Background: an optimization exercise with open tools, aiming at small area, a short achievable clock period and few clock cycles per item. Do not read the settings as production practice. Power and IR drop assume default switching activity.

==> flow/design.v (excerpt) <==
module word_tokenizer_fnv1a_hasher_top #(
  parameter int unsigned LENGTH_WIDTH = wtok_pkg::LENGTH_WIDTH_DEF
) (
  input  logic   clk,
  input  logic   rst,
  input  logic   byte_valid,
  output logic   byte_ready,
  input  wtok_pkg::byte_t  byte_data,
  output logic   token_valid,
  input  logic   token_ready,
  output wtok_pkg::token_t token_data
);
  localparam logic [1:0] C_NONE = 2'd0;
  localparam logic [1:0] C_WORD = 2'd1;
  localparam logic [1:0] C_LF   = 2'd2;
  localparam logic [1:0] C_END  = 2'd3;
  logic [1:0]  ib_cls;
  logic [6:0]  ib_low;      
  logic [6:0]  xlo_r;       
  logic        ib_b7;
  logic                    in_word;
  logic [31:0]             hash_r;
  logic [LENGTH_WIDTH-1:0] len_r;
  logic                    last_r;
  logic [1:0]  e_pre;
  logic        w_own;
  logic        e_post;
  logic        rdy_nt;
  logic        rdy_t;
  logic        e_front;
  logic        take;
  logic        ok;
  logic        hash_upd;
  logic        word_end;
  logic        byte_xfer;
  logic        in_space;
  logic [1:0]  in_cls;
  logic [31:0] hash_sel;
  logic [31:0] mix_in;
  logic [31:0] mix_out;
  logic [31:0] mixed;
  logic [1:0]  ib_cls_n;
  logic        in_word_n;
  logic [1:0]  e_pre_n;
  logic        w_own_n;
  logic        e_post_n;
  logic        ok_nt_n;
  logic        ok_t_n;
  logic [6:0]  in_low;
  logic [6:0]  ib_low_n;
  logic [6:0]  hlo_n;
  logic [6:0]  xlo_n;
  assign e_front     = (e_pre != 2'd0);
  assign token_valid = e_front || w_own;
  assign take        = token_valid && token_ready;
  assign token_data.word_hash   = e_front ? EOS_HASH : hash_r;
  assign token_data.word_length = e_front ? EOS_LENGTH : 16'(len_r);
  assign token_data.is_eos      = e_front;
  assign token_data.last        = e_front || last_r;
  assign byte_ready = rdy_nt || (token_ready && rdy_t);
  assign byte_xfer  = byte_valid && byte_ready;
  wtok_room u_room (
    .cls(ib_cls), .in_word(in_word), .e_pre(e_pre), .w_own(w_own),
    .e_post(e_post), .take(take), .ok(ok)
  );
  always_comb begin
    hash_upd = (ib_cls == C_WORD) && ok;
    word_end = ok && in_word && ib_cls[1];
    in_space = (byte_data.data_byte == CHR_SP)  || (byte_data.data_byte == CHR_LF) ||
               (byte_data.data_byte == CHR_CR)  || (byte_data.data_byte == CHR_TAB) ||
  ...
==> module word_tokenizer_fnv1a_hasher_top, before the edit <==
module word_tokenizer_fnv1a_hasher_top #(
  parameter int unsigned LENGTH_WIDTH = wtok_pkg::LENGTH_WIDTH_DEF
) (
  input  logic   clk,
  input  logic   rst,
  input  logic   byte_valid,
  output logic   byte_ready,
  input  wtok_pkg::byte_t  byte_data,
  output logic   token_valid,
  input  logic   token_ready,
  output wtok_pkg::token_t token_data
);
  localparam logic [1:0] C_NONE = 2'd0;
  localparam logic [1:0] C_WORD = 2'd1;
  localparam logic [1:0] C_LF   = 2'd2;
  localparam logic [1:0] C_END  = 2'd3;
  logic [1:0]  ib_cls;
  logic [6:0]  ib_low;      
  logic [6:0]  xlo_r;       
  logic        ib_b7;
  logic                    in_word;
  logic [31:0]             hash_r;
  logic [LENGTH_WIDTH-1:0] len_r;
  logic                    last_r;
  logic [1:0]  e_pre;
  logic        w_own;
  logic        e_post;
  logic        rdy_nt;
  logic        rdy_t;
  logic        e_front;
  logic        take;
  logic        ok;
  logic        hash_upd;
  logic        word_end;
  logic        byte_xfer;
  logic        in_space;
  logic [1:0]  in_cls;
  logic [31:0] hash_sel;
  logic [31:0] mix_in;
  logic [31:0] mix_out;
  logic [31:0] mixed;
  logic [1:0]  ib_cls_n;
  logic        in_word_n;
  logic [1:0]  e_pre_n;
  logic        w_own_n;
  logic        e_post_n;
  logic        ok_nt_n;
  logic        ok_t_n;
  logic [6:0]  in_low;
  logic [6:0]  ib_low_n;
  logic [6:0]  hlo_n;
  logic [6:0]  xlo_n;
  assign e_front     = (e_pre != 2'd0);
  assign token_valid = e_front || w_own;
  assign take        = token_valid && token_ready;
  assign token_data.word_hash   = e_front ? EOS_HASH : hash_r;
  assign token_data.word_length = e_front ? EOS_LENGTH : 16'(len_r);
  assign token_data.is_eos      = e_front;
  assign token_data.last        = e_front || last_r;
  assign byte_ready = rdy_nt || (token_ready && rdy_t);
  assign byte_xfer  = byte_valid && byte_ready;
  wtok_room u_room (
    .cls(ib_cls), .in_word(in_word), .e_pre(e_pre), .w_own(w_own),
    .e_post(e_post), .take(take), .ok(ok)
  );
  always_comb begin
    hash_upd = (ib_cls == C_WORD) && ok;
    word_end = ok && in_word && ib_cls[1];
    in_space = (byte_data.data_byte == CHR_SP)  || (byte_data.data_byte == CHR_LF) ||
               (byte_data.data_byte == CHR_CR)  || (byte_data.data_byte == CHR_TAB) ||
               (byte_data.data_byte == CHR_VT)  || (byte_data.data_byte == CHR_FF) ||
               (byte_data.data_byte == CHR_NUL);
    if (byte_data.end_of_input)                 in_cls = C_END;
    else if (byte_data.data_byte == CHR_LF)     in_cls = C_LF;
    else if (in_space)                          in_cls = C_END;
    else                                        in_cls = C_WORD;
    if (byte_xfer)   ib_cls_n = in_cls;
    else if (ok)     ib_cls_n = C_NONE;
    else             ib_cls_n = ib_cls;
    e_pre_n   = e_pre;
    w_own_n   = w_own;
    e_post_n  = e_post;
    in_word_n = in_word;
    if (take) begin
      if (e_front) begin
        e_pre_n = e_pre - 2'd1;
      end else begin
        w_own_n  = 1'b0;
        e_pre_n  = {1'b0, e_post};
        e_post_n = 1'b0;
      end
    end
    if (ok) begin
      case (ib_cls)
        C_WORD: in_word_n = 1'b1;
        C_LF: begin
          in_word_n = 1'b0;
          if (in_word) begin
            w_own_n  = 1'b1;
            e_post_n = 1'b1;
          end else if (w_own_n) begin
            e_post_n = 1'b1;
          end else begin
            e_pre_n  = e_pre_n + 2'd1;
          end
        end
        C_END: begin
          in_word_n = 1'b0;
          if (in_word) w_own_n = 1'b1;
        end
        default: ;
      endcase
    end
    hash_sel = in_word ? hash_r : FNV_BASIS;
    mix_in   = {hash_sel[31:7], xlo_r};
    mixed    = mix_out ^ {32{ib_b7}};
    in_low   = byte_data.data_byte[6:0] ^ {7{byte_data.data_byte[7]}};
    ib_low_n = byte_xfer ? in_low : ib_low;
    hlo_n    = hash_upd ? mixed[6:0] : hash_r[6:0];
    xlo_n    = (in_word_n ? hlo_n : FNV_BASIS[6:0]) ^ ib_low_n;
  end
  fnv_mul u_mul (.x(mix_in), .e(ib_b7), .y(mix_out));
  wtok_room u_room_nt (
    .cls(ib_cls_n), .in_word(in_word_n), .e_pre(e_pre_n), .w_own(w_own_n),
    .e_post(e_post_n), .take(1'b0), .ok(ok_nt_n)
  );
  wtok_room u_room_t (
    .cls(ib_cls_n), .in_word(in_word_n), .e_pre(e_pre_n), .w_own(w_own_n),
    .e_post(e_post_n), .take(1'b1), .ok(ok_t_n)
  );
  always_ff @(posedge clk) begin
    if (rst) begin
      ib_cls  <= C_NONE;
      in_word <= 1'b0;
      e_pre   <= 2'd0;
      w_own   <= 1'b0;
      e_post  <= 1'b0;
      rdy_nt  <= 1'b1;
      rdy_t   <= 1'b1;
    end else begin
      ib_cls  <= ib_cls_n;
      in_word <= in_word_n;
      e_pre   <= e_pre_n;
      w_own   <= w_own_n;
      e_post  <= e_post_n;
      rdy_nt  <= (ib_cls_n == C_NONE) || ok_nt_n;
      rdy_t   <= (ib_cls_n == C_NONE) || ((e_pre_n != 2'd0 || w_own_n) && ok_t_n);
    end
  end
  always_ff @(posedge clk) begin
    if (byte_xfer) begin
      ib_low <= in_low;
      ib_b7  <= byte_data.data_byte[7];
    end
  end
  always_ff @(posedge clk) begin
    xlo_r <= xlo_n;
  end
  always_ff @(posedge clk) begin
    if (hash_upd) begin
      hash_r <= mixed;
      if (!in_word) begin
        len_r <= LENGTH_WIDTH'(1);
      end else if (len_r != '1) begin
        len_r <= len_r + LENGTH_WIDTH'(1);
      end
    end
    if (word_end) begin
      last_r <= (ib_cls == C_END);
    end
  end
endmodule
==> flow/config.mk <==
export PLATFORM = sky130hd
export DESIGN_NAME = word_tokenizer_fnv1a_hasher_top
export DESIGN_NICKNAME = word_tokenizer_fnv1a_hasher_top
export VERILOG_FILES = /design/flow/design.v
export SDC_FILE = /design/flow/constraint.sdc
export NUM_CORES = 4
export LEC_CHECK = 0
export CAP_MARGIN = 20
export CORE_MARGIN = 2
export CORE_UTILIZATION = 40
export SETUP_SLACK_MARGIN = 1.5
export SLEW_MARGIN = 20
==> flow/constraint.sdc <==
create_clock -name core_clock -period 6.5 [get_ports {clk}]
set_input_delay 1.3000 -clock core_clock [delete_from_list [all_inputs] [get_ports {clk}]]
set_output_delay 1.3000 -clock core_clock [all_outputs]
set_load 0.01 [all_outputs]
run.sh (not shown) runs the stock make flow with config.mk's settings and CLKGATE_MAP_FILE= SYNTH_SCRIPT=/design/flow/synth_recipe.tcl, a recipe that flattens the netlist after the stock synthesis.
Then changed:
--- a/flow/design.v
+++ b/flow/design.v
@@ -79,9 +79,8 @@
   localparam logic [1:0] C_LF   = 2'd2;
   localparam logic [1:0] C_END  = 2'd3;
   logic [1:0]  ib_cls;
   logic [6:0]  ib_low;      
-  logic [6:0]  xlo_r;       
   logic        ib_b7;
   logic                    in_word;
   logic [31:0]             hash_r;
   logic [LENGTH_WIDTH-1:0] len_r;
@@ -109,12 +108,8 @@
   logic        w_own_n;
   logic        e_post_n;
   logic        ok_nt_n;
   logic        ok_t_n;
-  logic [6:0]  in_low;
-  logic [6:0]  ib_low_n;
-  logic [6:0]  hlo_n;
-  logic [6:0]  xlo_n;
   assign e_front     = (e_pre != 2'd0);
   assign token_valid = e_front || w_own;
   assign take        = token_valid && token_ready;
   assign token_data.word_hash   = e_front ? EOS_HASH : hash_r;
@@ -175,14 +170,10 @@
         default: ;
       endcase
     end
     hash_sel = in_word ? hash_r : FNV_BASIS;
-    mix_in   = {hash_sel[31:7], xlo_r};
+    mix_in   = hash_sel ^ {25'd0, ib_low};
     mixed    = mix_out ^ {32{ib_b7}};
-    in_low   = byte_data.data_byte[6:0] ^ {7{byte_data.data_byte[7]}};
-    ib_low_n = byte_xfer ? in_low : ib_low;
-    hlo_n    = hash_upd ? mixed[6:0] : hash_r[6:0];
-    xlo_n    = (in_word_n ? hlo_n : FNV_BASIS[6:0]) ^ ib_low_n;
   end
   fnv_mul u_mul (.x(mix_in), .e(ib_b7), .y(mix_out));
   wtok_room u_room_nt (
     .cls(ib_cls_n), .in_word(in_word_n), .e_pre(e_pre_n), .w_own(w_own_n),
@@ -212,16 +203,13 @@
     end
   end
   always_ff @(posedge clk) begin
     if (byte_xfer) begin
-      ib_low <= in_low;
+      ib_low <= byte_data.data_byte[6:0] ^ {7{byte_data.data_byte[7]}};
       ib_b7  <= byte_data.data_byte[7];
     end
   end
   always_ff @(posedge clk) begin
-    xlo_r <= xlo_n;
-  end
-  always_ff @(posedge clk) begin
     if (hash_upd) begin
       hash_r <= mixed;
       if (!in_word) begin
         len_r <= LENGTH_WIDTH'(1);
Effect: The changed run finished with timing, DRC and antenna clean; worst setup slack is worse by 0.15 ns; count of clock-buffer cells in the layout falls by 3; synthesized cell count is lower by 9.1%; combinational power came out lower by 22%; first-iteration DRC count goes down by 35%; via count shrinks by 5.4%; routed wire length fell by 3.2%; register-to-register slack degrades by 0.15 ns; non-clock buffer count increases by 2; sequential share of layout area grows by 0.25 points; utilization came out higher by 1.3 points.
No functional check of the RTL was part of any run of this note.

-- what the ideal ports hide --
No port has a modelled driver above. Below, the same layouts with a new extraction and two added sets of constraints.
Step 1 sets driving cells, clkbuf_16 on the clock port and buf_2 on the other inputs (assumed; they add their load-dependent delay and slew).
Step 2 times the ports against the registers' clock, not the clock port: input delays grow and output delays shrink by t, the midpoint of the rising clock arrivals with the driver on.
a / b / c = ideal ports / drivers / drivers and shift; a / b = the first two.
| run | t (ns) | slack for setup (ns) | hold WS [ns] | worst data-port slew with drivers (ns) |
|---|---|---|---|---|
| the first run | 0.389 | 1.952 / 1.952 / 1.952 | 0.483 / 0.483 / 0.483 | 0.03 |
| the second run | 0.381 | 1.798 / 1.798 / 1.798 | 0.556 / 0.556 / 0.556 | 0.03 |
After both steps setup and hold are still met in every run listed.
